This design comes from an exercise in tuning for small area, a short achievable clock period and few clock cycles on the open sky130 flow, not from production work. No functional check of the RTL was part of any run shown here.

==> flow/design.v, too long to show whole: its modules and the start of the top module <==
// module serial_config_rx: 35 lines
// module mandel_engine: 142 lines
// module mandel_tree_x: 204 lines
// module mandel_tree_y: 125 lines
// module mandel_tree_e: 167 lines
// module mandel_render_top: 36 lines
module mandel_render_top #(
    parameter int IMG_W = 8,
    parameter int IMG_H = 6
) (
    input  logic                                 clk,
    input  logic                                 reset,
    input  logic                                 cfg_sen,
    input  logic                                 cfg_sclk,
    input  logic                                 cfg_sdata,
    output logic                                 pixel_valid,
    output logic [mandel_fixed_pkg::PIX_WIDTH-1:0] pixel_count,
    output logic                                 frame_done,
    output logic                                 busy
);
  // ...
==> flow/flow/run.sh <==
#!/bin/bash
set -euo pipefail
R="$PWD/orfs/results/$FLOW_PLATFORM/mandel_render_top/base"
bash standard.sh "$R/1_2_yosys.v" > synth_make.log 2>&1
cp "$R/1_2_yosys.v" yosys_netlist_before_polarity.v
python3 flow/polarity.py "$R/1_2_yosys.v" > polarity.log 2>&1
bash standard.sh finish SETUP_SLACK_MARGIN=6.0 > layout_make.log 2>&1
==> flow/flow/polarity.py <==
#!/usr/bin/env python3
"""Remove inverters around full adders in a flat Yosys netlist.

A full adder is self-dual: FA(~a, ~b, ~c) = (~sum, ~cout). Yosys's extract_fa
leaves many inverters between chained sky130 full adders. This pass collapses
every inverter chain into a polarity on its source net, chooses for each full
adder whether it computes the true or the complemented function (greedy local
search on the area of the inverters needed), may swap a gate for its
complemented twin (and2 <-> nand2, ...) when that saves an inverter, and then
puts back at most one inverter per source net that still needs its complement.

Only combinational inverters and full adders change; registers, ports and all
other cells keep their names and connections.

usage: polarity.py NETLIST.v [OUT.v]   (in place without OUT.v)
"""
import re
import sys
from collections import defaultdict

INV_RE = re.compile(r'^sky130_fd_sc_hd__(inv|clkinv)_\d+$')
FA_RE = re.compile(r'^sky130_fd_sc_hd__fa_\d+$')
OUT_PINS = {'X', 'Y', 'Q', 'Q_N', 'SUM', 'COUT', 'HI', 'LO'}
INV_AREA = 3.7536

# Gates with a complemented twin on the same input pins: (true, complement, area, area)
TWINS = [('and2_1', 'nand2_1', 6.256, 3.7536), ('or2_1', 'nor2_1', 6.256, 3.7536),
         ('xor2_1', 'xnor2_1', 8.7584, 8.7584), ('a21o_1', 'a21oi_1', 7.5072, 5.0048),
         ('o21a_1', 'o21ai_1', 7.5072, 5.0048), ('o21a_1', 'o21ai_0', 7.5072, 5.0048),
         ('and3_1', 'nand3_1', 6.256, 5.0048), ('or3_1', 'nor3_1', 6.256, 5.0048),
         ('a22o_1', 'a22oi_1', 8.7584, 7.5072), ('mux2_1', 'mux2i_1', 11.2608, 10.0096),
         ('o22a_1', 'o22ai_1', 8.7584, 6.256), ('a211o_1', 'a211oi_1', 8.7584, 7.5072),
         ('o211a_1', 'o211ai_1', 10.0096, 7.5072), ('and4_1', 'nand4_1', 8.7584, 6.256),
         ('or4_1', 'nor4_1', 7.5072, 6.256), ('and2b_1', 'nand2b_1', 7.5072, 6.256),
         ('or2b_1', 'nor2b_1', 7.5072, 6.256), ('a31o_1', 'a31oi_1', 8.7584, 6.256),
         ('o31a_1', 'o31ai_1', 8.7584, 7.5072), ('a21bo_1', 'a21boi_0', 10.0096, 7.5072),
         ('o21ba_1', 'o21bai_1', 10.0096, 7.5072), ('and3b_1', 'nand3b_1', 8.7584, 7.5072),
         ('or3b_1', 'nor3b_1', 8.7584, 7.5072), ('a32o_1', 'a32oi_1', 10.0096, 8.7584)]
TWIN = {}
for t, c, at, ac in TWINS:
    TWIN.setdefault('sky130_fd_sc_hd__' + t, ('sky130_fd_sc_hd__' + c, 'Y', ac - at))
    TWIN.setdefault('sky130_fd_sc_hd__' + c, ('sky130_fd_sc_hd__' + t, 'X', at - ac))

CELL_RE = re.compile(r'^([ \t]*)(sky130_fd_sc_hd__\w+)\s+(\\\S+\s|[\w$]+)\s*\((.*?)\);\s*$',
                     re.S | re.M)
PIN_RE = re.compile(r'\.(\w+)\(([^()]*)\)')


def norm(net):
    return net.strip()


def main():
    src = sys.argv[1]
    dst = sys.argv[2] if len(sys.argv) > 2 else src
    text = open(src).read()

    cells = []   # dict(type, name, pins: list of (pin, net), span)
    for m in CELL_RE.finditer(text):
        pins = [(p, norm(n)) for p, n in PIN_RE.findall(m.group(4))]
        cells.append(dict(indent=m.group(1), type=m.group(2), name=m.group(3),
                          pins=pins, span=m.span()))

    header = text[:cells[0]['span'][0]] if cells else text
    ports = set()
    for m in re.finditer(r'^\s*(input|output|inout)\s+(\[[^\]]*\]\s*)?([^;]+);', header, re.M):
        for n in m.group(3).split(','):
            ports.add(n.strip())
    if re.search(r'^\s*assign\b', text, re.M):
        assigned = set(re.findall(r'\\\S+\s|[\w$]+', ' '.join(
            re.findall(r'^\s*assign\s+(.*?);', text, re.M))))
    else:
        assigned = set()

    def base(net):
        return re.sub(r'\[\d+\]$', '', net.strip())

    def fixed(net):
        b = base(net)
        return (b in ports or net in assigned or b in assigned or "'" in net
                or net.startswith('{'))

    driver = {}
    for i, c in enumerate(cells):
        for p, n in c['pins']:
            if p in OUT_PINS:
                driver[n] = (i, p)

    # Inverters that can be collapsed
    inv_of = {}   # output net -> input net
    collapsed = set()
    for i, c in enumerate(cells):
        if INV_RE.match(c['type']):
            pins = dict(c['pins'])
            a, y = pins.get('A'), pins.get('Y')
            if a is None or y is None or fixed(y) or a == 'clk':
                continue
            inv_of[y] = a
            collapsed.add(i)

    def root(net):
        q = 0
        seen = set()
        while net in inv_of and net not in seen:
            seen.add(net)
            net = inv_of[net]
            q ^= 1
        return net, q

    fa_idx = [i for i, c in enumerate(cells) if FA_RE.match(c['type'])
              or (c['type'] in TWIN and i not in collapsed
                  and not any(fixed(n) for p, n in c['pins'] if p in OUT_PINS))]
    fa_pos = {i: k for k, i in enumerate(fa_idx)}
    flip = [0] * len(fa_idx)

    # ph(root) = flip of the full adder driving it, else 0
    def ph(r):
        d = driver.get(r)
        if d is not None and d[0] in fa_pos:
            return flip[fa_pos[d[0]]]
        return 0

    # loads: list of (cell index, pin, root, q)
    loads = []
    loads_of_root = defaultdict(list)
    for i, c in enumerate(cells):
        if i in collapsed:
            continue
        for p, n in c['pins']:
            if p in OUT_PINS:
                continue
            r, q = root(n)
            loads.append((i, p, r, q))
            loads_of_root[r].append(len(loads) - 1)
    # ports and assigned nets driven through collapsed inverters cannot occur
    # (their inverters are kept), so every kept net has its loads listed.

    is_fa = [bool(FA_RE.match(cells[i]['type'])) for i in fa_idx]

    def need(li):
        i, p, r, q = loads[li]
        f = flip[fa_pos[i]] if i in fa_pos and is_fa[fa_pos[i]] else 0
        return q ^ f ^ ph(r)

    def swap_area(k):
        return 0.0 if is_fa[k] else (TWIN[cells[fa_idx[k]]['type']][2] if flip[k] else 0.0)

    def cost_root(r):
        return 1 if any(need(li) for li in loads_of_root[r]) else 0

    def cost_local(k, rs):
        return INV_AREA * sum(cost_root(r) for r in rs) + swap_area(k)

    def fa_roots(k):
        i = fa_idx[k]
        rs = set()
        for p, n in cells[i]['pins']:
            if p in OUT_PINS:
                rs.add(n)
            elif is_fa[k]:
                rs.add(root(n)[0])
        return rs

    before = sum(cost_root(r) for r in loads_of_root)
    improved = True
    passes = 0
    while improved and passes < 50:
        improved = False
        passes += 1
        for k in range(len(fa_idx)):
            rs = fa_roots(k)
            c0 = cost_local(k, rs)
            flip[k] ^= 1
            c1 = cost_local(k, rs)
            if c1 < c0 - 1e-9:
                improved = True
            else:
                flip[k] ^= 1
    after = sum(cost_root(r) for r in loads_of_root)

    # New inverters: one per root that needs a complement
    inv_net = {}
    new_cells = []
    for r in sorted(loads_of_root):
        if cost_root(r):
            nm = 'pol_' + re.sub(r'[^A-Za-z0-9_]', '_', r.strip('\\ ')) + '_n'
            while nm in inv_net.values():
                nm += '_'
            inv_net[r] = nm
            new_cells.append((r, nm))

    def conn(li):
        i, p, r, q = loads[li]
        return inv_net[r] if need(li) else r

    def fmt_net(n):
        return n + ' ' if n.startswith('\\') and not n.endswith(' ') else n

    # Rebuild cell texts
    load_at = {}
    for li, (i, p, r, q) in enumerate(loads):
        load_at[(i, p)] = li
    out = []
    pos = 0
    for i, c in enumerate(cells):
        s, e = c['span']
        out.append(text[pos:s])
        pos = e
        if i in collapsed:
            continue
        lines = []
        typ = c['type']
        swapped = i in fa_pos and not is_fa[fa_pos[i]] and flip[fa_pos[i]]
        if swapped:
            typ = TWIN[c['type']][0]
        for p, n in c['pins']:
            if p in OUT_PINS:
                nn = n
                if swapped:
                    p = TWIN[c['type']][1]
            else:
                nn = conn(load_at[(i, p)])
            lines.append('%s    .%s(%s)' % (c['indent'], p, fmt_net(nn)))
        out.append('%s%s %s (\n%s\n%s);\n' % (c['indent'], typ, c['name'].rstrip(),
                                            ',\n'.join(lines), c['indent']))
    tail = text[pos:]
    add = []
    for k, (r, nm) in enumerate(new_cells):
        add.append('  sky130_fd_sc_hd__inv_1 pol_inv_%d (\n    .A(%s),\n    .Y(%s)\n  );\n'
                   % (k, fmt_net(r), nm))
    endm = tail.rfind('endmodule')
    tail = tail[:endm] + ''.join(add) + tail[endm:]
    body = ''.join(out) + tail
    # declare the new nets after the module header's declarations
    decl = ''.join('  wire %s;\n' % nm for r, nm in new_cells)
    first = CELL_RE.search(body)
    body = body[:first.start()] + decl + body[first.start():]
    open(dst, 'w').write(body)
    nfa = sum(is_fa)
    print('polarity: %d full adders (%d flipped), %d twin gates (%d swapped), inverters %d -> %d'
          % (nfa, sum(f for f, a in zip(flip, is_fa) if a), len(fa_idx) - nfa,
             sum(f for f, a in zip(flip, is_fa) if not a), len(collapsed), after))


if __name__ == '__main__':
    main()
==> flow/standard.sh <==
#!/bin/bash
# synth_recipe.tcl (not shown) runs the flow's synth.tcl, then flattens the netlist and writes it again
# the make line also repeats each setting of config.mk as NAME=value (left out here)
make -C /OpenROAD-flow-scripts/flow DESIGN_CONFIG=/design/flow/config.mk WORK_HOME=/design/flow/orfs CLKGATE_MAP_FILE= SYNTH_SCRIPT=/design/flow/synth_recipe.tcl "${@:-finish}"
==> flow/config.mk <==
export PLATFORM = sky130hd
export DESIGN_NAME = mandel_render_top
export DESIGN_NICKNAME = mandel_render_top
export VERILOG_FILES = /design/flow/design.v
export SDC_FILE = /design/flow/constraint.sdc
export NUM_CORES = 4
export LEC_CHECK = 0
export CAP_MARGIN = 20
export CORE_MARGIN = 2
export CORE_UTILIZATION = 40
export SLEW_MARGIN = 20
==> flow/constraint.sdc <==
create_clock -name core_clock -period 9.0 [get_ports {clk}]
set_input_delay 1.8000 -clock core_clock [delete_from_list [all_inputs] [get_ports {clk}]]
set_output_delay 1.8000 -clock core_clock [all_outputs]
set_load 0.01 [all_outputs]
==> summary.md, run 1 <==
| Metric | Value |
|---|---|
| First-pass GRT wire length | 50100 um |
| H-tree Lvls | 1 |
| Signal buf overhead | 4.86% |
| Initial Util | 40.5% |
| Dominant kind of cell | multi-input gates |
| Most frequent cells in the layout | fa_1 (179), dfxtp_1 (161), inv_1 (117) |
| Count of final max-slew check failures | 0 |
| Post-route minimum period | 3.00 ns |
| Vias | 8469 |
| Area of the multi-input gates | 0.00868 mm2 |
| Reg2Reg Depth | 10 |
| Post-DP HPWL | 20500 um |
| Worst Hold Depth | 0 |
| Synth-to-layout area growth | 17.5% |
| Final core occ | 47.6% |
| Grt total ovfl | 0 |
| Status | complete, no violations |
| Worst Path Arrival | 3.43 ns |
| Area after DPL | 0.0141 mm2 |
| Count of multi-input gates | 803 |
| Reg2reg setup slack | 6.00 ns |
| DRC errors left | 0 |
| Met2 usage | 30.9% |
| Worst Path Required | 9.43 ns |
| Fraction of area in multi-input gates | 54.5% |
| Max Clock Freq | 0.333 GHz |
| Setup violations, final | 0 |
| Max reg flops | 34 |
| Setup crit start | u_engine.xr2[0][2] |
| First-iteration detailed-routing DRC count | 507 |
| Seq. cell area | 0.00459 mm2 |
| Cell count along the critical path | 10 |
| ANT nets after route | 0 |
| Max-cap violations | 0 |
| CP Launch Type | register |
| Syn_nets | 1478 |
| Post-CTS Setup Repair Bufs | 38 |
==> inputs of run 2 (changes only) <==
--- a/flow/config.mk
+++ b/flow/config.mk
@@ -7,2 +7,3 @@
 export LEC_CHECK = 0
+export ABC_AREA = 1
 export CAP_MARGIN = 20
==> run 2 against run 1 <==
  * Utilization fell by 1.1 points
  * Cell count rose by 10%
  * Sequential cell count did not move
  * Clock-buffer cell count fell by 3
  * First-iteration DRC count fell by 24%
  * Critical path depth rose by 2
  * Sequential share of layout area barely moved
  * Synthesized cell count rose by 13%
  * Worst setup slack improved by 0.0075 ns
  * Highest routed layer unchanged
==> summary.md, run 2 <==
| Metric | Value |
|---|---|
| Reg2Reg Depth | 12 (+2) |
| Hold crit path type | reg2reg |
| Final Cycle Share | 33.3% |
| CTS tree | built |
| Max Clock Freq | 0.334 GHz (+0.25%) |
| Filler Cell Count | 3197 |
| Hold EP | u_engine.k2[1] |
| Count of final max-slew check failures | 0 (unchanged) |
| Hold Startpoint | u_engine.k1[1] |
| N_diodes | 0 |
| Hold Vio Cnt, Final | 0 |
| R2R Path End | u_engine.ycin2 |
| Largest registers | u_engine.er2 (34), u_engine.xr2 (33), u_rx.shreg (33) |
| CTS Hold Bufs | 0 |
| Layout Nets | 1686 |
| Slew HR | 17.6% |
| YS warnings | 11 |
| Tot GR Track Use | 17.3% |
| Most frequent cells in the layout | nand2_1 (199), inv_1 (183), fa_1 (181) |
| Crit end category | register |
| Avg Inst Size Synth | 10.3 um2 |
| Post-Synthesis Cell Area | 0.0139 mm2 |
| First-pass GRT wire length | 49400 um (-1.4%) |
| Setup TNS Final | 0 ns |
| Synth-to-layout area growth | 15.2% |
| Root Driver | clkbuf_16 |
| Placed cells | 1776 |
| Worst Path Required | 9.43 ns (about the same) |
| DR WL/cell | 16.4 um |
| Worst Path Arrival | 3.43 ns (about the same) |
| Crit path top cell by count | fa_1 |
| CP Launch Type | register |
| ANT nets after route | 0 (unchanged) |
| Max-cap violations | 0 (unchanged) |
| Non-filler cells, final | 1870 |
| Worst-margin pin slew | 1.23 ns |
| Number of global-route vias before repair | 9483 |
| DRT Pass-1 Iters | 5 |
| Syn_nets | 1634 (+11%) |
| Clock Sinks | 210 |
| H-tree Lvls | 1 (unchanged) |
| Grt total ovfl | 0 (unchanged) |
| Largest net degree at the start of global routing | 34 |
| Routability congestion estimate | 0.837 |
| Worst-path fanout max | 12 |
| Port Buf Inserts | 11 |
| Initial Util | 40.4% (-0.16 points) |
| Cells after Synth | 1345 |
| Final wirelength | 30700 um |
| FF-to-FF Start | u_engine.zi1[4] |
| Worst-Skew Late Latency | 0.53 ns |
| Layout cell share with drive strength beyond 1 | 14.3% |
| Status | complete, no violations |
| Commonest non-fill, non-tap cell in the layout | nand2_1 |
| Overall die height | 190 um |
| Critical path's largest stage delay | 0.47 ns |
| CP delay by family, top | adder cells |
| IO Pins | 12 |
| Placeable Area | 0.0344 mm2 |
| Die Wd | 190 um |
| Max reg flops | 34 (unchanged) |
| Clk slew on worst S/H paths | 0.06 ns |
| Initial antenna violation count | 0 |
| Max clock buf depth | 3 |
| Reg2reg setup slack | 6.01 ns (about the same) |
| Top reg by flops | u_engine.er2 |
| Worst-path cell with the longest stage delay | fa_1 |
| DRC errors left | 0 (unchanged) |
| Die area | 0.0362 mm2 |
| Critical-path cell list | buf_4 > ha_4 > inv_4 > o22ai_2 > xor2_1 > fa_1 > fa_1 > ha_1 > nand2_1 > inv_1 > nand3_1 > o221ai_1 |
| # rows | 68 |
| Post-route minimum period | 2.99 ns (-0.00753 ns) |
| Clock Skew | 0.0206 ns |
| First-iteration detailed-routing DRC count | 384 (-24%) |
| Vias | 9014 (+6.4%) |
| Worst Hold Depth | 0 (unchanged) |
| Worst Path Buf+Inv | 3 |
| Post-DP HPWL | 22300 um (+8.7%) |
| RSZ-0062 raised after global routing | yes |
| Crit Path Category | reg2reg |
| CTS buffer count | 25 |
| Final core occ | 46.5% (-1.1 points) |
| Setup violations, final | 0 (unchanged) |
| Vias per Instance | 4.82 |
run 2: metal layers:
metal / up-vias / wire length (um) / global-route usage (%)
met2: 225 / 14900 / 29.0
li1: 4354 / - / -
met5: - / 0 / 0
met1: 4371 / 13400 / 23.3
met4: 0 / 871 / 5.81
met3: 64 / 1540 / 2.32
run 2: worst register-to-register path, cell delays in order (launching register included):
cell      delay (ns)
dfxtp_4         0.41
buf_4           0.17
ha_4            0.28
inv_4           0.07
o22ai_2         0.15
xor2_1          0.24
fa_1            0.47
fa_1            0.47
ha_1            0.30
nand2_1         0.07
inv_1           0.05
nand3_1         0.06
o221ai_1        0.18
run 2: final cells by class:
class / count / area (um2) / area share [%]
Clock buffer: 34 / 669 / 4.19
Inverter: 197 / 772 / 4.83
Clock inverter: 11 / 68.8 / 0.430
Timing Repair Buffer: 63 / 639 / 4.00
Multi-Input combinational cell: 900 / 8670 / 54.2
Tap cell: 455 / 569 / 3.56
Sequential cell: 210 / 4600 / 28.8
run 2: through the flow:
| stage | hold slack (ns) | setup WS, ns | instance area, um2 |
|---|---|---|---|
| 2_1_floorplan | 0.310 | 5.96 | 13900 |
| 4_1_cts | 0.327 | 5.92 | 15500 |
| 6_report | 0.322 | 6.01 | 16000 |
| 5_1_grt | 0.332 | 5.91 | 16000 |
| 3_3_place_gp | 0.311 | 5.55 | 14400 |
| 3_5_place_dp | 0.315 | 5.47 | 14400 |
run 2: worst max-delay path by stage:
stage	cells after the start	slack, ns	end	startpoint
3_3_place_gp	13	5.55	u_engine.ycin2	u_engine.zi1[5]
5_1_grt	12	5.91	u_engine.ycin2	u_engine.zi1[4]
4_1_cts	12	5.92	u_engine.ycin2	u_engine.zi1[3]
6_report	12	6.01	u_engine.ycin2	u_engine.zi1[4]
3_5_place_dp	13	5.47	u_engine.ycin2	u_engine.zi1[5]
2_1_floorplan	11	5.96	u_engine.xcin2	u_engine.zr1[3]
run 2: what timing repair did:
action,CTS,global route
gates resized for setup,58,62
buffers inserted,12,33
pin swaps,14,34
setup endpoints to repair,70,43
gates cloned,2,2
==> module serial_config_rx, before the edit <==
module serial_config_rx (
    input  logic                 clk,
    input  logic                 reset,
    input  logic                 cfg_sen,
    input  logic                 cfg_sclk,
    input  logic                 cfg_sdata,
    output mandel_cfg_pkg::cfg_t cfg,
    output logic                 start
);
    logic                                 sen_q, sen_qq;
    logic                                 sclk_q, sclk_qq;
    logic                                 sdata_q;
    logic [mandel_cfg_pkg::CFG_WIDTH-1:0] shreg;
    always_ff @(posedge clk) begin
        if (reset) begin
            sen_q   <= 1'b0;
            sen_qq  <= 1'b0;
            sclk_q  <= 1'b0;
            sclk_qq <= 1'b0;
        end else begin
            sen_q   <= cfg_sen;
            sen_qq  <= sen_q;
            sclk_q  <= cfg_sclk;
            sclk_qq <= sclk_q;
        end
        sdata_q <= cfg_sdata;
    end
    assign start = sen_qq & ~sen_q;
    always_ff @(posedge clk) begin
        if (sen_q && sclk_q && !sclk_qq) begin
            shreg <= {sdata_q, shreg[mandel_cfg_pkg::CFG_WIDTH-1:1]};
        end
    end
    assign cfg = shreg;
endmodule
==> inputs of run 3 (changes only) <==
--- a/flow/design.v
+++ b/flow/design.v
@@ -43,3 +43,2 @@
     logic                                 sclk_q, sclk_qq;
-    logic                                 sdata_q;
     logic [mandel_cfg_pkg::CFG_WIDTH-1:0] shreg;
@@ -57,3 +56,2 @@
         end
-        sdata_q <= cfg_sdata;
     end
@@ -62,3 +60,3 @@
         if (sen_q && sclk_q && !sclk_qq) begin
-            shreg <= {sdata_q, shreg[mandel_cfg_pkg::CFG_WIDTH-1:1]};
+            shreg <= {cfg_sdata, shreg[mandel_cfg_pkg::CFG_WIDTH-1:1]};
         end
--- a/flow/flow/polarity.py
+++ b/flow/flow/polarity.py
@@ -175,2 +175,38 @@
             if c1 < c0 - 1e-9:
+                improved = True
+            else:
+                flip[k] ^= 1
+    # Simulated annealing from the greedy result, keeping the best assignment
+    import math
+    import random
+    rng = random.Random(1)
+    rs_of = [fa_roots(k) for k in range(len(fa_idx))]
+
+    def total():
+        return INV_AREA * sum(cost_root(r) for r in loads_of_root) + sum(swap_area(k) for k in range(len(fa_idx)))
+
+    cur = total()
+    best, best_flip = cur, list(flip)
+    steps = 300 * len(fa_idx)
+    for step in range(steps):
+        temp = 4.0 * (1.0 - step / steps) + 0.05
+        k = rng.randrange(len(fa_idx))
+        c0 = cost_local(k, rs_of[k])
+        flip[k] ^= 1
+        d = cost_local(k, rs_of[k]) - c0
+        if d <= 0 or rng.random() < math.exp(-d / temp):
+            cur += d
+            if cur < best - 1e-9:
+                best, best_flip = cur, list(flip)
+        else:
+            flip[k] ^= 1
+    flip[:] = best_flip
+    # finish with greedy descent
+    improved = True
+    while improved:
+        improved = False
+        for k in range(len(fa_idx)):
+            c0 = cost_local(k, rs_of[k])
+            flip[k] ^= 1
+            if cost_local(k, rs_of[k]) < c0 - 1e-9:
                 improved = True
@@ -239,5 +275,7 @@
     nfa = sum(is_fa)
-    print('polarity: %d full adders (%d flipped), %d twin gates (%d swapped), inverters %d -> %d'
+    print('polarity: %d full adders (%d flipped), %d twin gates (%d swapped), inverters %d -> %d,'
+          ' area change %.1f um2'
           % (nfa, sum(f for f, a in zip(flip, is_fa) if a), len(fa_idx) - nfa,
-             sum(f for f, a in zip(flip, is_fa) if not a), len(collapsed), after))
+             sum(f for f, a in zip(flip, is_fa) if not a), len(collapsed), after,
+             total() - INV_AREA * len(collapsed)))
 
--- a/flow/config.mk
+++ b/flow/config.mk
@@ -11,2 +11,4 @@
 export CORE_UTILIZATION = 40
+export CTS_CLUSTER_DIAMETER = 150
+export CTS_CLUSTER_SIZE = 20
 export SLEW_MARGIN = 20
==> run 3 against run 2 <==
  * Still clean
  * Synthesized cell count decreased by 2.3%
  * First-iteration DRC count increased by 39%
  * Clock-buffer cell count decreased by 11
  * Die area decreased by 0.84%
  * Non-clock buffer count increased by 19
  * Wire length decreased by 0.79%
  * Design area decreased by 2.0%
==> summary.md, run 3 <==
| Metric | Value |
|---|---|
| Initial Util | 40.8% (+0.45 points) |
| Count of final max-slew check failures | 0 (unchanged) |
| Cells after Synth | 1314 (-2.3%) |
| ANT nets after route | 0 (unchanged) |
| Syn_nets | 1603 (-1.9%) |
| Largest registers | u_engine.er2 (34), u_engine.xr2 (33), u_rx.shreg (33) |
| Post-DP HPWL | 22100 um (-1.3%) |
| Worst-path cell with the longest stage delay | fa_1 |
| Max-cap violations | 0 (unchanged) |
| CP Launch Type | register |
| Layout cell share with drive strength beyond 1 | 15.2% (+0.87 points) |
| Max clock buf depth | 3 (unchanged) |
| Setup violations, final | 0 (unchanged) |
| Reg2reg setup slack | 5.99 ns (-0.02 ns) |
| DRT Pass-1 Iters | 6 (+1) |
| Root Driver | clkbuf_16 |
| Synth-to-layout area growth | 13.9% |
| Final Cycle Share | 33.5% (+0.21 points) |
| Routability congestion estimate | 0.851 (+1.7%) |
| Top reg by flops | u_engine.er2 |
| First-iteration detailed-routing DRC count | 532 (+39%) |
| Seq. cell area | 0.00458 mm2 (-0.52%) |
| Reg2Reg Depth | 9 (-3) |
| Crit Path Category | reg2reg |
| Worst Hold Depth | 0 (unchanged) |
| Clock Sinks | 209 (-0.48%) |
| Overall die height | 189 um (-0.42%) |
| Final wirelength | 30500 um (-0.79%) |
| Hold crit path type | reg2reg |
| Post-route minimum period | 3.01 ns (+0.0192 ns) |
| Tot GR Track Use | 17.3% (-0.054 points) |
| Die area | 0.0359 mm2 (-0.84%) |
| Max Clock Freq | 0.332 GHz (-0.64%) |
| Post-layout worst setup margin | 5.99 ns (-0.0192 ns) |
| Status | complete, no violations |
| First-pass GRT wire length | 49300 um (-0.27%) |
| Critical path's largest stage delay | 0.51 ns (+0.04 ns) |
| Most frequent cells in the layout | nand2_1 (192), fa_1 (185), dfxtp_1 (156) |
| # rows | 67 (-1.5%) |
| IO Pins | 12 (unchanged) |
| Initial antenna violation count | 1 (+1) |
| Area of the multi-input gates | 0.00872 mm2 (+0.64%) |
| Placed cells | 1738 (-2.1%) |
| Commonest non-fill, non-tap cell in the layout | nand2_1 |
| Placeable Area | 0.0337 mm2 (-2.0%) |
| CTS tree | built |
| Post-Synthesis Cell Area | 0.0138 mm2 (-0.86%) |
| Crit end category | register |
| Worst-path fanout max | 8 (-4) |
| Die Wd | 189 um (-0.42%) |
| Critical-path cell list | clkinvlp_4 > o21ai_2 > nand2_2 > buf_4 > o22ai_1 > xor2_1 > fa_1 > fa_1 > fa_1 |
| Worst Path Required | 9.36 ns (-0.07 ns) |
| Vias | 8979 (-0.39%) |
| Number of global-route vias before repair | 9315 (-1.8%) |
| Grt total ovfl | 0 (unchanged) |
| Non-filler cells, final | 1829 (-2.2%) |
| Design Area, Final | 0.0157 mm2 (-2.0%) |
| Area after DPL | 0.0143 mm2 (-0.89%) |
| Avg Inst Size Synth | 10.5 um2 (+1.5%) |
| Place WS | 5.13 ns (-0.343 ns) |
| CTS Hold Bufs | 0 (unchanged) |
| Hold Vio Cnt, Final | 0 (unchanged) |
| CTS buffer count | 14 (-44%) |
| Final core occ | 46.5% (about the same) |
| Worst-margin pin slew | 0.646 ns (-0.586 ns) |
| Slew HR | 56.9% (+39 points) |
| Worst Path Arrival | 3.37 ns (-0.06 ns) |
| H-tree Lvls | 1 (unchanged) |
| Layout Nets | 1661 (-1.5%) |
| DR WL/cell | 16.7 um (+1.4%) |
| DRC errors left | 0 (unchanged) |
| YS warnings | 11 (unchanged) |
| Max reg flops | 34 (unchanged) |
| Worst-Skew Late Latency | 0.48 ns (-0.05 ns) |
| Crit path top cell by count | fa_1 |
| Filler Cell Count | 3125 (-2.3%) |
| Port Buf Inserts | 11 (unchanged) |
| Clock Skew | 0.0232 ns (+0.00252 ns) |
| RSZ-0062 raised after global routing | yes |
| Vias per Instance | 4.91 (+1.8%) |
| Clk slew on worst S/H paths | 0.10 ns (+0.04 ns) |
| Setup TNS Final | 0 ns (unchanged) |
| Largest net degree at the start of global routing | 34 (unchanged) |
-- run 3: final cells by class --
type                            instances  area share [%]
Multi-Input combinational cell        898            55.7
Sequential cell                       209            29.2
Timing Repair Buffer                   82            4.55
Inverter                              167            4.26
Tap cell                              448            3.58
Clock buffer                           23            2.59
Clock inverter                          1           0.104
Antenna cell                            1          0.0160
-- run 3: timing repair --
| item | 4_1_cts | 5_1_grt |
|---|---|---|
| setup buffers | 11 | 53 |
| resized for setup | 51 | 78 |
| cloned | 1 | 1 |
| setup endpoints to repair | 73 | 51 |
| pin swaps | 3 | 35 |
-- run 3: final timing paths --
path                         from                  to
setup reg to reg  u_engine.zi1[3]  u_engine.yr2[1][4]
hold / removal        u_engine.f1         u_engine.f2
setup / recovery  u_engine.zi1[3]  u_engine.yr2[1][4]
hold reg to reg       u_engine.f1         u_engine.f2
-- run 3: worst max-delay path, delay by kind of cell (launching register included) --
kind	cells	cell delay, ns
fa+ha+maj	3	1.38
flops	1	0.43
buf+inv	2	0.35
compound gates	2	0.32
xor+xnor	1	0.25
simple gates	1	0.15
-- run 3: per-stage QoR --
step                      hold slack, ns
after floorplan                    0.310
after global placement             0.310
after detailed placement           0.313
after CTS                          0.332
after global routing               0.335
final                              0.330
-- run 3: routing by layer --
layer | up-vias | global-route usage [%] | share of wire [%]
li1 | 4278 | - | -
met1 | 4408 | 23.5 | 44
met2 | 229 | 29.8 | 49
met3 | 62 | 1.93 | 4.7
met4 | 2 | 3.82 | 2.6
met5 | - | 0 | 0.043

static timing again, ports no longer ideal:
The results above use ideal ports. As a check the final layouts listed here were re-extracted and re-timed, cells and wires unchanged. Step 1, drivers: a clkbuf_16 drives clk and a buf_2 each remaining input, both assumed. Step 2 also shifts input and output timing later by t, the mid clock arrival at the registers, as if the neighbouring blocks saw the same clock. Three values: ideal ports, drivers, drivers and shift; two values: the first two.
run	t, ns	setup WS [ns]	worst setup path at the end	worst data-port slew with drivers (ns)	cell pins on the clock port's net
run 1	0.585	5.999 / 5.999 / 5.999	register to register	0.03	1
run 2	0.571	6.006 / 6.006 / 6.006	register to register	0.03	1
run 3	0.518	5.987 / 5.987 / 5.987	register to register	0.03	1
After both steps every run listed still meets setup and hold.
